What follows belongs to an exercise in optimizing a design on an open flow for small area, a short achievable clock period and few clock cycles per item; a production flow would make more cautious choices.
Only simulation tests tie the RTL to the original design; equivalence was not proved.
The clock input has no modelled driver; a real chip could not lean on it and would need a root buffer or a full tree.
No activity file was given, so power comes from the tool's default toggle rates.

## the reference run
Design desCore, start of the top module:
module desCore (
   input logic clk,
   input logic rstN,
   input logic req,
   output logic ack,
   input logic decrypt,
   input logic [desCtrlPkg::BlockW-1:0] block,
   input logic [desCtrlPkg::KeyW-1:0] key,
   output logic [desCtrlPkg::BlockW-1:0] result
);
Size in the first run: roughly 2000 cells after synthesis, about 130 flip-flops, roughly 200 I/O pins, roughly 12000 µm² of cells after synthesis.
==> flow/config.mk <==
export PLATFORM = sky130hd
export DESIGN_NAME = desCore
export DESIGN_NICKNAME = desCore
export VERILOG_FILES = /design/flow/design.v
export SDC_FILE = /design/flow/constraint.sdc
export NUM_CORES = 4
export LEC_CHECK = 0
export ABC_AREA = 1
export CAP_MARGIN = 20
export CORE_MARGIN = 2
export CORE_UTILIZATION = 40
export SLEW_MARGIN = 20
==> flow/constraint.sdc <==
create_clock -name core_clock -period 10.0 [get_ports {clk}]
set_input_delay 2.0000 -clock core_clock [delete_from_list [all_inputs] [get_ports {clk}]]
set_output_delay 2.0000 -clock core_clock [all_outputs]
set_load 0.01 [all_outputs]
standard.sh (not shown) runs the stock make flow with config.mk's settings and CLKGATE_MAP_FILE= SYNTH_SCRIPT=/design/flow/synth_recipe.tcl, a recipe that flattens the netlist after the stock synthesis.
==> flow/flow/run.sh <==
#!/bin/bash
# Standard ORFS layout, with plain buffers on the ports instead of the
# default delay-cell buffers. Each tool's output goes to a log file here.
cp standard.sh standard_sh.log
export BUFFER_PORTS_ARGS="-buffer_cell sky130_fd_sc_hd__buf_2"
bash standard.sh > standard.log 2>&1
The reference run went all the way through the flow, and no timing, DRC or antenna check failed.
Testbench counts of the reference run, summed over its fixed seeds: cycles 7,680, items 384.
Modified inputs, the trial run compared to the reference run
==> flow/flow/run.sh <==
#!/bin/bash
# ORFS layout through the standard.sh, with two changes:
#  - synthesis runs flow/synth.tcl (the standard flow's script with the ABC script of
#    flow/logic.abc, no adder extraction, no quick abc pass);
#  - plain buffers on the ports instead of the default delay-cell buffers.
# Each tool's output goes to a log file in this folder.
set -euo pipefail
here=$(pwd)
export MY_ABC_SCRIPT=$here/flow/logic.abc
export BUFFER_PORTS_ARGS="-buffer_cell sky130_fd_sc_hd__buf_2"
sed "s#SYNTH_SCRIPT=[^ ]*#SYNTH_SCRIPT=$here/flow/synth.tcl#" standard.sh > my_standard.sh
bash my_standard.sh > standard.log 2>&1
==> flow/flow/logic.abc (new file) <==
strash
dc2
dch -f
amap
topo
stime -c
==> flow/flow/synth.tcl (new file) <==
# The standard flow's synthesis (synth_recipe.tcl) with three changes: Yosys's quick
# abc pass inside synth is skipped, half/full adders are not extracted (so
# the final ABC run sees all the logic), and ABC runs the script named in
# MY_ABC_SCRIPT instead of ORFS's area script.
proc synth {args} { yosys synth -nofsm -noshare -noabc {*}$args }
proc extract_fa {args} { }
proc abc {args} {
  set i [lsearch -exact $args -script]
  if {$i >= 0} { lset args [expr {$i + 1}] $::env(MY_ABC_SCRIPT) }
  yosys abc {*}$args
}
source $::env(SCRIPTS_DIR)/synth.tcl
# left out here: clear keep_hierarchy, flatten, clean up, hide names made inside functions, write 1_2_yosys.v
### Flow results
Non-clock buffer count of the trial run exceeds that of the reference run slightly. Going from the reference run to the trial run, post-detailed-routing wire length shrank by more than 10%. Worst setup slack after layout ended up 0.48 ns lower on the trial run than on the reference run. The trial run vs the reference run: number of nets at the end of the flow down. Summary: with the reference run as the reference, post-route non-filler standard cell count in the trial run moved down by more than a quarter. Arrival time of the worst setup path (higher): the trial run.

---

Another version of the RTL of desCore (not shown whole).
Size: roughly 130 flip-flops, roughly 200 I/O pins.
// desCore
module desCore (
   input logic clk,
   input logic rstN,
   input logic req,
   output logic ack,
   input logic decrypt,
   input logic [desCtrlPkg::BlockW-1:0] block,
   input logic [desCtrlPkg::KeyW-1:0] key,
   output logic [desCtrlPkg::BlockW-1:0] result
);
   localparam int HalfW = desCtrlPkg::HalfW;
   localparam int SubkeyW = desCtrlPkg::SubkeyW;
   logic load;
   logic step;
   logic hold;
   logic shiftOne;
   logic [SubkeyW-1:0] subkey;
   logic [HalfW-1:0] rightHalf;
   logic [HalfW-1:0] fOut;
   desControl uControl (
      .clk(clk),
      .rstN(rstN),
      .req(req),
      .ack(ack),
      .load(load),
      .step(step),
      .hold(hold),
      .shiftOne(shiftOne)
   );
   desKeySchedule uKeySchedule (
      .clk(clk),
      .load(load),
      .shiftOne(shiftOne),
      .decrypt(decrypt),
      .key(key),
      .subkey(subkey)
   );
   desRoundFunction uRoundFunction (
      .rightHalf(rightHalf),
      .subkey(subkey),
      .fOut(fOut)
   );
   desDataPath uDataPath (
      .clk(clk),
      .load(load),
      .step(step),
      .hold(hold),
      .block(block),
      .fOut(fOut),
      .rightHalf(rightHalf),
      .result(result)
   );
endmodule
==> flow/config.mk <==
export PLATFORM = sky130hd
export DESIGN_NAME = desCore
export DESIGN_NICKNAME = desCore
export VERILOG_FILES = /design/flow/design.v
export SDC_FILE = /design/flow/constraint.sdc
export NUM_CORES = 4
export LEC_CHECK = 0
export ABC_AREA = 1
export CAP_MARGIN = 20
export CORE_MARGIN = 2
export CORE_UTILIZATION = 60
export SLEW_MARGIN = 20
==> flow/constraint.sdc <==
create_clock -name core_clock -period 10.0 [get_ports {clk}]
set_input_delay 2.0000 -clock core_clock [delete_from_list [all_inputs] [get_ports {clk}]]
set_output_delay 2.0000 -clock core_clock [all_outputs]
set_load 0.01 [all_outputs]
==> flow/flow/run.sh <==
#!/bin/bash
# ORFS layout through the standard.sh, with these changes:
#  - synthesis runs flow/synth.tcl (the standard flow's script with the ABC script of
#    flow/logic.abc, no adder extraction, no quick abc pass);
#  - plain buffers on the ports instead of the default delay-cell buffers;
#  - the make variables in flow/make_args (repair targets).
# Each tool's output goes to a log file in this folder.
set -euo pipefail
here=$(pwd)
export MY_ABC_SCRIPT=$here/flow/logic.abc
export BUFFER_PORTS_ARGS="-buffer_cell sky130_fd_sc_hd__buf_2"
sed "s#SYNTH_SCRIPT=[^ ]*#SYNTH_SCRIPT=$here/flow/synth.tcl#" standard.sh > my_standard.sh
bash my_standard.sh $(cat flow/make_args) finish > standard.log 2>&1
==> flow/flow/logic.abc <==
strash
dc2
dch -f
amap
topo
stime -c
==> flow/flow/make_args <==
SETUP_SLACK_MARGIN=7
==> flow/flow/synth.tcl <==
# The standard flow's synthesis (synth_recipe.tcl) with three changes: Yosys's quick
# abc pass inside synth is skipped, half/full adders are not extracted (so
# the final ABC run sees all the logic), and ABC runs the script named in
# MY_ABC_SCRIPT instead of ORFS's area script.
proc synth {args} { yosys synth -nofsm -noshare -noabc {*}$args }
proc extract_fa {args} { }
proc abc {args} {
  set i [lsearch -exact $args -script]
  if {$i >= 0} { lset args [expr {$i + 1}] $::env(MY_ABC_SCRIPT) }
  yosys abc {*}$args
}
source $::env(SCRIPTS_DIR)/synth.tcl
# left out here: clear keep_hierarchy, flatten, clean up, hide names made inside functions, write 1_2_yosys.v
The first run finished with timing, DRC and antenna clean.
Testbench counts at the start, summed over its fixed seeds: cycles 7,680, items 384.
Then changed:
--- a/flow/flow/run.sh
+++ b/flow/flow/run.sh
@@ -6 +6,3 @@
-#  - the make variables in flow/make_args (repair targets).
+#  - the make variables in flow/make_args (repair targets);
+#  - a two-level balanced clock tree (flow/tree_cts.tcl, run as the PRE_CTS hook) in
+#    place of TritonCTS's H-tree.
@@ -10,0 +13 @@
+export PRE_CTS_TCL=$here/flow/tree_cts.tcl
==> flow/flow/tree_cts.tcl (new file) <==
set block [ord::get_db_block]
set db [ord::get_db]
set master [$db findMaster sky130_fd_sc_hd__clkbuf_16]
set clk_net [$block findNet clk]
set sinks {}
foreach it [$clk_net getITerms] {
  set bb [[$it getInst] getBBox]
  lappend sinks [list $it [expr {([$bb xMin] + [$bb xMax]) / 2}] [expr {([$bb yMin] + [$bb yMax]) / 2}]]
}
puts "tree_cts: [llength $sinks] clock sinks"

proc bisect {items depth axis} {
  if {$depth == 0} { return [list $items] }
  set sorted [lsort -integer -index $axis $items]
  set h [expr {[llength $sorted] / 2}]
  set next [expr {$axis == 1 ? 2 : 1}]
  return [concat [bisect [lrange $sorted 0 [expr {$h - 1}]] [expr {$depth - 1}] $next] \
                 [bisect [lrange $sorted $h end] [expr {$depth - 1}] $next]]
}

proc centre {pts} {
  set sx 0; set sy 0
  foreach p $pts { incr sx [lindex $p 1]; incr sy [lindex $p 2] }
  return [list [expr {$sx / [llength $pts]}] [expr {$sy / [llength $pts]}]]
}

proc add_buf {block master name in_net x y} {
  set net [odb::dbNet_create $block ${name}_net]
  $net setSigType CLOCK
  set buf [odb::dbInst_create $block $master $name]
  [$buf findITerm A] connect $in_net
  [$buf findITerm X] connect $net
  $buf setLocation $x $y
  $buf setPlacementStatus PLACED
  return $net
}

set leaves [bisect $sinks 3 1]
for {set r 0} {$r < 4} {incr r} {
  set ga [lindex $leaves [expr {2 * $r}]]
  set gb [lindex $leaves [expr {2 * $r + 1}]]
  lassign [centre [concat $ga $gb]] rx ry
  set root_net [add_buf $block $master clkbuf_root_$r $clk_net $rx $ry]
  foreach g [list $ga $gb] k {0 1} {
    lassign [centre $g] lx ly
    set leaf_net [add_buf $block $master clkbuf_leaf_${r}_$k $root_net $lx $ly]
    foreach s $g {
      set it [lindex $s 0]
      $it disconnect
      $it connect $leaf_net
    }
    puts "tree_cts: leaf ${r}_$k drives [llength $g] sinks"
  }
}
$clk_net setSigType CLOCK
global_connect
rename clock_tree_synthesis ""
proc clock_tree_synthesis {args} {
  puts "tree_cts: clock_tree_synthesis skipped (tree built in the PRE_CTS hook)"
  set_propagated_clock [all_clocks]
}
The changed run passed the timing, design-rule and antenna checks.
Cell area goes down by 3.3%.
Clock power goes down by 41%.
Total power goes down by 9.7%.
Synthesized area is unchanged.
Global-route usage goes down by 1.6 points.
First-iteration DRC count goes down by 3.3%.
Sequential cell count stays the same.
Maximum frequency barely changes.
Then changed:
--- a/flow/flow/run.sh
+++ b/flow/flow/run.sh
@@ -14 +14 @@
-export BUFFER_PORTS_ARGS="-buffer_cell sky130_fd_sc_hd__buf_2"
+export BUFFER_PORTS_ARGS="-buffer_cell sky130_fd_sc_hd__buf_1"
--- a/flow/flow/tree_cts.tcl
+++ b/flow/flow/tree_cts.tcl
@@ -3 +3,2 @@
-set master [$db findMaster sky130_fd_sc_hd__clkbuf_16]
+set root_master [$db findMaster sky130_fd_sc_hd__clkbuf_4]
+set leaf_master [$db findMaster sky130_fd_sc_hd__clkbuf_8]
@@ -43 +44 @@
-  set root_net [add_buf $block $master clkbuf_root_$r $clk_net $rx $ry]
+  set root_net [add_buf $block $root_master clkbuf_root_$r $clk_net $rx $ry]
@@ -46 +47 @@
-    set leaf_net [add_buf $block $master clkbuf_leaf_${r}_$k $root_net $lx $ly]
+    set leaf_net [add_buf $block $leaf_master clkbuf_leaf_${r}_$k $root_net $lx $ly]
Effect:
- The new run finished with timing, DRC and antenna clean
- global-route usage fell by 0.95 points
- first-iteration DRC count went up by about 4%
- hold slack is about the same
- die area stays the same
- clock skew stays flat
- design area is lower by about 4%
- register-to-register slack improved by 0.12 ns
In the second and third runs of this note the design's own scripts or RTL, not TritonCTS, make the clock network.

==> separate check: timing with driven ports <==
In the flow no input, the clock included, has a driving cell. The finished layouts below were timed again as built, in two steps.
Step 1, drivers: a clkbuf_16 drives clk and a buf_2 each remaining input, both assumed.
Step 2 times the ports against the registers' clock, not the clock port: input delays grow and output delays shrink by t, the midpoint of the rising clock arrivals with the driver on.
a / b / c = ideal ports / drivers / drivers and shift; a / b = the first two.
run | t, ns | setup WS [ns] | worst setup path at the end | clock arrival spread, ns | cell pins on the clock port's net
the reference run | 0.478 | 6.614 / 6.563 / 6.233 | input to register | 0.015 / 0.014 | 1
the trial run | 0.472 | 6.139 / 6.139 / 6.026 | input to register | 0.015 / 0.015 | 1
the first run of note 2 | 0.472 | 6.971 / 6.925 / 6.660 | input to register | 0.011 / 0.010 | 1
the second run of note 2 | 0.363 | 6.965 / 6.872 / 6.709 | input to register | 0.016 / 0.016 | 4
the third run of note 2 | 0.387 | 7.019 / 6.946 / 6.701 | input to register | 0.018 / 0.017 | 4
After both steps setup and hold are still met in every run listed. For the reference run, which loses most, drivers alone change the setup slack by -0.051 ns; drivers and shift together by -0.381 ns.
